From an optimization exercise on the open Yosys and OpenROAD flow, aimed at small area, a short achievable clock period and few clock cycles; shortcuts taken in it are not production practice.
RTL that was checked went through simulation tests only; none was proved equivalent to the original.
No activity file was given, so power comes from the tool's default toggle rates.

==> flow/design.v (excerpt) <==
module fm_search_top (
    input  logic              clk,
    input  logic              arst_n_i,
    input  logic [36:0]       load_i,        
    input  logic              req_i,
    input  logic [4:0]        read_len_i,    
    output logic              ack_o,
    output logic [26:0]       result_o       
);
Settings: LEC_CHECK=0, CAP_MARGIN=20, CORE_MARGIN=2, CORE_UTILIZATION=35, SETUP_SLACK_MARGIN=2.8, SLEW_MARGIN=20; clock period 5.5 ns.
run.sh (not shown) runs the stock make flow with config.mk's settings and CLKGATE_MAP_FILE= SYNTH_SCRIPT=/design/flow/synth_recipe.tcl, a recipe that flattens the netlist after the stock synthesis.
The starting point passed the timing, DRC and antenna checks.
Testbench counts at the start, summed over its fixed seeds: cycles 29,897.
Change:
- CTS_CLUSTER_DIAMETER: unset -> 120
- CTS_CLUSTER_SIZE: unset -> 20
- SETUP_SLACK_MARGIN: 2.8 -> 2.9
Cell area shrinks by 1.4%.
Sequential share of layout area grows by 1.0 points.
Flip-flop and latch count is unchanged.
Die area does not change.
Clock skew shrinks by 0.018 ns.
Change:
- CTS_BUF_LIST: unset -> sky130_fd_sc_hd__clkbuf_8
- CTS_CLUSTER_DIAMETER: 120 -> unset
- CTS_CLUSTER_SIZE: 20 -> unset
- SETUP_SLACK_MARGIN: 2.9 -> 3.0
The new run produced a clean layout; clock-buffer cell count increases by 194; wire length rises by 6.3%; utilization grows by 2.2 points; via count climbs by 6.1%; design area climbs by 5.4%; setup slack is better by 0.0097 ns; clock skew came out higher by 0.11 ns.
Change:
- SETUP_SLACK_MARGIN: 3.0 -> 2.7
Outcome:
- die area stays the same
- routed wire length went down by a few percent
- setup slack got worse by 0.13 ns
- clock skew went down by 0.058 ns
- synthesized area does not change
- global-route usage drops by 0.46 points
- register-to-register slack loses 0.13 ns
- power fell by a few percent
- worst hold slack got worse by 0.028 ns
Change:
- CORE_UTILIZATION: 35 -> 50
- CTS_BUF_LIST: sky130_fd_sc_hd__clkbuf_8 -> unset
- CTS_CLUSTER_DIAMETER: unset -> 100
- CTS_CLUSTER_SIZE: unset -> 20
- SETUP_SLACK_MARGIN: 2.7 -> 2.8
- via count went down by a few percent
- power fell by a little under a tenth
- sequential power stays flat
- clock skew shrinks by 0.067 ns
- sequential share of layout area came out higher by 2.0 points

---

## rev 12
fm_search_top, a different RTL version from the one above (not shown whole).
Size: ~4000 cells after synthesis, roughly 1900 flip-flops, roughly 73 I/O pins.
clock: 5.5 ns
lec_check: 0
cap_margin: 20
core_margin: 2
core_utilization: 35
setup_slack_margin: 3.0
slew_margin: 20
No stage failed in rev 12, and the final checks on the layout all came back clean.
Changes in rev 13 relative to rev 12:
--- a/flow/config.mk
+++ b/flow/config.mk
@@ -11 +11 @@
-export SETUP_SLACK_MARGIN = 3.0
+export SETUP_SLACK_MARGIN = 2.5
### Flow results
- Taking rev 12 as the reference, in rev 13 normalized max-slew margin went down; power per unit of standard cell area went up; number of buffers inserted by post-CTS setup repair went down.
- Rev 12 has a higher layout clock buffer count than rev 13.
- Maximum achievable frequency in rev 13 vs rev 12: down about 1.6%
- Against rev 12, rev 13 comes in 1 lower on critical path depth.
- On fraction of area in non-clock buffers, the higher figure sits with rev 12, not rev 13.
- Summary of the comparison: clock latency reported for the late side of the worst-skew pair is lower in rev 13, relative to rev 12.
No run of this note included a check of the RTL's function; only the layout flow was run.

---

== quartz ==
The RTL this note starts from:
==> flow/design.v <==
`timescale 1ns/1ps
package fm_index_pkg;
    localparam int OCC_DEPTH  = 64;                   
    localparam int OCC_AW     = $clog2(OCC_DEPTH);    
    localparam int POS_W      = 7;                    
    localparam int READ_DEPTH = 16;                   
    localparam int READ_AW    = $clog2(READ_DEPTH);   
    localparam int RLEN_W     = 5;                    
    typedef logic [1:0] base_t;
    localparam base_t BASE_A = 2'd0;
    localparam base_t BASE_C = 2'd1;
    localparam base_t BASE_G = 2'd2;
    localparam base_t BASE_T = 2'd3;
    typedef logic [POS_W-1:0] pos_t;
    typedef struct packed {
        pos_t cnt_t;
        pos_t cnt_g;
        pos_t cnt_c;
        pos_t cnt_a;
    } occ_entry_t;
    typedef enum logic [1:0] {
        TGT_OCC  = 2'd0,    
        TGT_C    = 2'd1,    
        TGT_READ = 2'd2     
    } load_tgt_t;
    typedef struct packed {
        logic                           valid;
        load_tgt_t                      tgt;
        logic [OCC_AW-1:0]              addr;
        logic [4*POS_W-1:0] data;    
    } load_t;
    typedef struct packed {
        base_t base;     
        logic  first;    
        logic  last;     
    } search_cmd_t;
    typedef struct packed {
        pos_t k;
        pos_t l;
    } interval_t;
    typedef struct packed {
        pos_t k;
        pos_t l;
        pos_t count;    
        logic              found;
        logic [RLEN_W-1:0] steps;    
    } result_t;
endpackage
`timescale 1ns/1ps
module fm_search_top (
    input  logic              clk,
    input  logic              arst_n_i,
    input  logic [36:0]       load_i,        
    input  logic              req_i,
    input  logic [4:0]        read_len_i,    
    output logic              ack_o,
    output logic [26:0]       result_o       
);
    localparam int PW = fm_index_pkg::POS_W;
    fm_index_pkg::load_t load;
    assign load = fm_index_pkg::load_t'(load_i);
    logic run_q;     
    logic ack_q;     
    logic ph_q;      
    logic start;
    logic busy;
    assign busy  = run_q | ack_q;
    assign start = req_i & ~busy;
    logic load_ok;
    assign load_ok = load.valid & ~busy;
    logic [4*PW-1:0] occ_q [64];
    logic [PW-1:0]   c_tab [4];
    logic [1:0]      rb_q  [16];
    for (genvar r = 0; r < 64; r++) begin : g_occ
        always_ff @(posedge clk) begin
            if (load_ok && load.tgt == fm_index_pkg::TGT_OCC && load.addr == 6'(r))
                occ_q[r] <= load.data;
        end
    end
    for (genvar c = 0; c < 4; c++) begin : g_c
        always_ff @(posedge clk) begin
            if (load_ok && load.tgt == fm_index_pkg::TGT_C && load.addr[1:0] == 2'(c))
                c_tab[c] <= load.data[PW-1:0];
        end
    end
    for (genvar i = 0; i < 16; i++) begin : g_rb
        always_ff @(posedge clk) begin
            if (load_ok && load.tgt == fm_index_pkg::TGT_READ && load.addr[3:0] == 4'(i))
                rb_q[i] <= load.data[1:0];
        end
    end
    logic [1:0] rb_m1 [16];
    for (genvar x = 0; x < 16; x++) begin : g_rbv
        assign rb_m1[x] = rb_q[(x + 15) % 16];
    end
    function automatic logic [11:0] predecode(input logic [5:0] x, input logic zero);
        logic [11:0] pd;
        for (int g = 0; g < 3; g++) begin
            for (int v = 0; v < 4; v++) begin
                pd[4*g + v] = (x[2*g +: 2] == 2'(v)) & ~(g == 0 && zero);
            end
        end
        predecode = pd;
    endfunction
    function automatic logic [63:0] rowsel_pd(input logic [11:0] pd);
        logic [63:0] rs;
        for (int r = 0; r < 64; r++) begin
            rs[r] = pd[(r + 1) % 4] & pd[4 + ((r + 1) / 4) % 4] & pd[8 + ((r + 1) % 64) / 16];
        end
        rowsel_pd = rs;
    endfunction
    function automatic logic [63:0] rowsel(input logic [5:0] x, input logic zero);
        logic [63:0] rs;
        for (int r = 0; r < 64; r++) begin
            rs[r] = (x == 6'((r + 1) % 64)) & ~zero;
        end
        rowsel = rs;
    endfunction
    logic [1:0]      c_q;        
    logic [3:0]      i_q;        
    logic [63:0]     rs_q;       
    logic [4*PW-1:0] row_q;      
    logic [PW-1:0]   ok_q;       
    logic            ck_q;       
    logic [PW-1:0]   k_q, l_q, count_q;
    logic            found_q;
    logic [4:0]      steps_q;
    logic [4*PW-1:0] m_row;
    always_comb begin
        m_row = '0;
        for (int r = 0; r < 64; r++) begin
            if (rs_q[r]) m_row = m_row | occ_q[r];
        end
    end
    logic [PW:0]   s_j  [4];    
    logic          e_j  [4];    
    logic [PW-1:0] n_j  [4];    
    for (genvar j = 0; j < 4; j++) begin : g_a
        logic [PW-1:0] cnt;
        assign cnt    = row_q[j*PW +: PW];
        assign s_j[j] = {1'b0, c_tab[j]} + {1'b0, cnt};
        assign e_j[j] = (ck_q == s_j[j][PW]) ? (ok_q >= cnt) : s_j[j][PW];
        assign n_j[j] = e_j[j] ? '0 : PW'(cnt - ok_q);
    end
    logic [PW:0]   sum;
    logic          empty;
    logic          done;
    assign sum   = s_j[c_q];
    assign empty = e_j[c_q];
    assign done  = empty | (i_q == '0);
    logic [11:0]   pd_c [4];
    for (genvar j = 0; j < 4; j++) begin : g_pdc
        assign pd_c[j] = predecode(c_tab[j][5:0], c_tab[j] == '0);
    end
    logic [1:0]    c1;    
    logic [PW-1:0] k1;
    assign c1 = rb_m1[read_len_i[3:0]];
    assign k1 = c_tab[c1];
    always_ff @(posedge clk) begin
        row_q <= m_row;
        if (start)      rs_q <= rowsel_pd(pd_c[c1]);
        else if (run_q) rs_q <= rowsel(sum[5:0], ph_q && sum[PW-1:0] == '0);
        else            rs_q <= rowsel(6'd0, 1'b0);
    end
    always_ff @(posedge clk) begin
        if (start) begin
            c_q     <= c1;
            i_q     <= read_len_i[3:0] - 4'd1;
            k_q     <= k1;
            ok_q    <= '0;
            ck_q    <= 1'b0;
            steps_q <= '0;
        end else if (run_q) begin
            if (ph_q) begin
                k_q  <= sum[PW-1:0];
                ok_q <= row_q[c_q*PW +: PW];
                ck_q <= sum[PW];
            end else begin
                l_q     <= sum[PW-1:0];
                found_q <= ~empty;
                count_q <= n_j[c_q];
                steps_q <= steps_q + 1'b1;
                c_q     <= rb_m1[i_q];
                i_q     <= i_q - 1'b1;
            end
        end
    end
    always_ff @(posedge clk or negedge arst_n_i) begin
        if (!arst_n_i) begin
            run_q <= 1'b0;
            ack_q <= 1'b0;
            ph_q  <= 1'b0;
        end else begin
            if (start) begin
                run_q <= 1'b1;
                ph_q  <= 1'b0;
            end else if (run_q) begin
                ph_q <= ~ph_q;
                if (!ph_q && done) begin
                    run_q <= 1'b0;
                    ack_q <= 1'b1;
                end
            end else if (ack_q && !req_i) begin
                ack_q <= 1'b0;
            end
        end
    end
    fm_index_pkg::result_t result;
    assign result.k     = k_q;
    assign result.l     = l_q;
    assign result.found = found_q;
    assign result.count = count_q;
    assign result.steps = steps_q;
    assign result_o = result;
    assign ack_o    = ack_q;
endmodule
clock: 5.5 ns
lec_check: 0
cap_margin: 20
core_margin: 2
core_utilization: 35
cts_buf_list: sky130_fd_sc_hd__clkbuf_8
setup_slack_margin: 3.0
slew_margin: 20
tns_end_percent: 5
quartz has completed all stages; timing, DRC and antenna checks passed.
Testbench counts of quartz, summed over its fixed seeds: cycles 29,897.
Here is what was changed in the inputs of onyx compared with quartz.
- changing SETUP_SLACK_MARGIN from 3.0 to 2.8
- removing CTS_BUF_LIST (formerly sky130_fd_sc_hd__clkbuf_8)
- setting CTS_CLUSTER_SIZE to 25 for the first time
- setting CTS_CLUSTER_DIAMETER to 120 for the first time
- removing TNS_END_PERCENT (formerly 5)
Findings:
- [onyx] setup slack of the critical path after layout rose 40 ps relative to quartz
- Total negative slack came out exactly the same in onyx and quartz.
- Against quartz as the reference, onyx delivers a lower layout cell share with drive strength beyond 1.
For zinc, these inputs were changed with respect to onyx:
- swapping 25 for 20 in CTS_CLUSTER_SIZE
==> results.txt <==
- Compared with onyx, zinc shows total non-filler cell area in the finished layout that has gone up slightly.
- In the metrics for onyx and zinc, the one carrying the lower sequential portion of the cell area is zinc.
- For flip-flop and latch area, onyx and zinc come out practically identical.
- Between onyx and zinc, the difference in global-route usage is negligible.
- Between onyx and zinc, the cell count went up.
- Status: met1 usage parity (onyx, zinc)
- onyx → zinc: measured slew at the worst slew-check pin climbed 3.6 ps; length of routed met3 wiring rose 0.85%.
- [compare] base=onyx new=zinc: routed length on met2 roughly the same; core utilization higher.
- On clock period minus final worst setup slack, onyx loses to zinc.
diff inputs: zinc => garnet
- a change of CORE_UTILIZATION from 35 to 50
- an added CTS_BUF_LIST of sky130_fd_sc_hd__clkbuf_8
- a deleted CTS_CLUSTER_SIZE that had been 20
- a deleted CTS_CLUSTER_DIAMETER that had been 120
--- outcome ---
- Per the comparison of garnet with zinc, part of the power in registers fell by 3.2 points; first-pass GRT wire length grew by 3300 um; multi-input gate share of the layout cell area now smaller; multi-input logic area went down.
Here is what was changed in the inputs of delta compared with garnet.
- swapping 50 for 35 in CORE_UTILIZATION
- clearing CTS_BUF_LIST, which used to be sky130_fd_sc_hd__clkbuf_8
- putting CTS_CLUSTER_SIZE at 30 where nothing was set
- putting CTS_CLUSTER_DIAMETER at 150 where nothing was set
Notes after the runs:
- Compared delta vs garnet, and critical path depth is up in delta.
- delta vs. garnet: final wirelength did not really move; smallest setup slack after layout dropped 130 ps; insertion delay of the later-clocked pin in the worst-skew pair saw a decrease; post-route standard cell area excluding fillers now smaller.
- Comparing garnet and delta, the lower via count is on delta.
- delta reports its type of the worst setup path as in2reg while garnet reports reg2reg.
- Compare garnet and delta | clock transition at the registers of the reported paths higher: delta
- Flip-flop and latch share of the layout cell area up 0.93 points in delta wrt garnet
- Relative to garnet, the maximum operating frequency of delta is lower by 16 MHz.
### delta -> tundra
- CTS_CLUSTER_DIAMETER: 150 -> unset
- CTS_CLUSTER_SIZE: 30 -> unset
- CTS_BUF_LIST: unset -> sky130_fd_sc_hd__clkbuf_8
## What came out
- delta: full flow OK, the timing, DRC and antenna checks passed
- tundra was carried through to the last stage, and its layout satisfied the timing, DRC and antenna checks.
- Delta (tundra minus delta): met2 wire length down 1000 um; wire length reported by the detailed router flat; internal power up 14%.
- Summary: with delta as the reference, via count in tundra moved up by a few percent.
- delta ended up with in2reg as its kind of critical path; tundra ended up with reg2reg.
- tundra vs. delta: cell area went up by about 2.8%; final critical-path required period lost 140 ps.
- Comparing delta and tundra, the lower power after layout is on delta.

port drivers added, routing unchanged:
The flow's constraints put no driver on any port. The routed layouts listed below were extracted and timed again, unchanged, in two steps.
Step 1, drivers: a clkbuf_16 drives clk and a buf_2 each remaining input, both assumed.
Step 2 times the ports against the registers' clock, not the clock port: input delays grow and output delays shrink by t, the midpoint of the rising clock arrivals with the driver on.
a / b / c = ideal ports / drivers / drivers and shift; a / b = the first two.
run	t (ns)	slack for setup (ns)	worst setup path after step 2	latest minus earliest clock arrival (ns)	worst register clock-pin slew, ns
the first run of note 1	0.925	2.666 / 2.666 / 1.850	input to register	0.072 / 0.072	0.07 / 0.07
the second run of note 1	0.877	2.733 / 2.746 / 1.887	input to register	0.063 / 0.063	0.10 / 0.10
the third run of note 1	1.135	2.742 / 2.742 / 1.768	input to register	0.158 / 0.158	0.07 / 0.07
the fourth run of note 1	1.106	2.611 / 2.611 / 1.565	input to register	0.102 / 0.102	0.07 / 0.07
the fifth run of note 1	0.845	2.679 / 2.694 / 1.849	input to register	0.032 / 0.033	0.10 / 0.10
rev 12	0.922	2.287 / 2.287 / 1.762	input to register	0.092 / 0.093	0.09 / 0.09
rev 13	0.908	2.234 / 2.234 / 1.577	input to register	0.095 / 0.095	0.07 / 0.07
quartz	1.129	2.620 / 2.620 / 1.563	input to register	0.121 / 0.121	0.07 / 0.07
onyx	0.836	2.660 / 2.660 / 1.866	input to register	0.081 / 0.081	0.11 / 0.11
zinc	0.854	2.672 / 2.672 / 1.857	input to register	0.058 / 0.058	0.09 / 0.09
garnet	1.076	2.697 / 2.697 / 1.718	input to register	0.067 / 0.068	0.07 / 0.07
delta	0.832	2.567 / 2.587 / 1.755	input to register	0.040 / 0.040	0.12 / 0.12
tundra	1.116	2.708 / 2.653 / 1.688	input to register	0.099 / 0.099	0.07 / 0.07
After both steps every run listed still meets setup and hold. The setup slack of quartz, which loses most, moves by 0.000 ns with the drivers and by -1.057 ns with both steps.
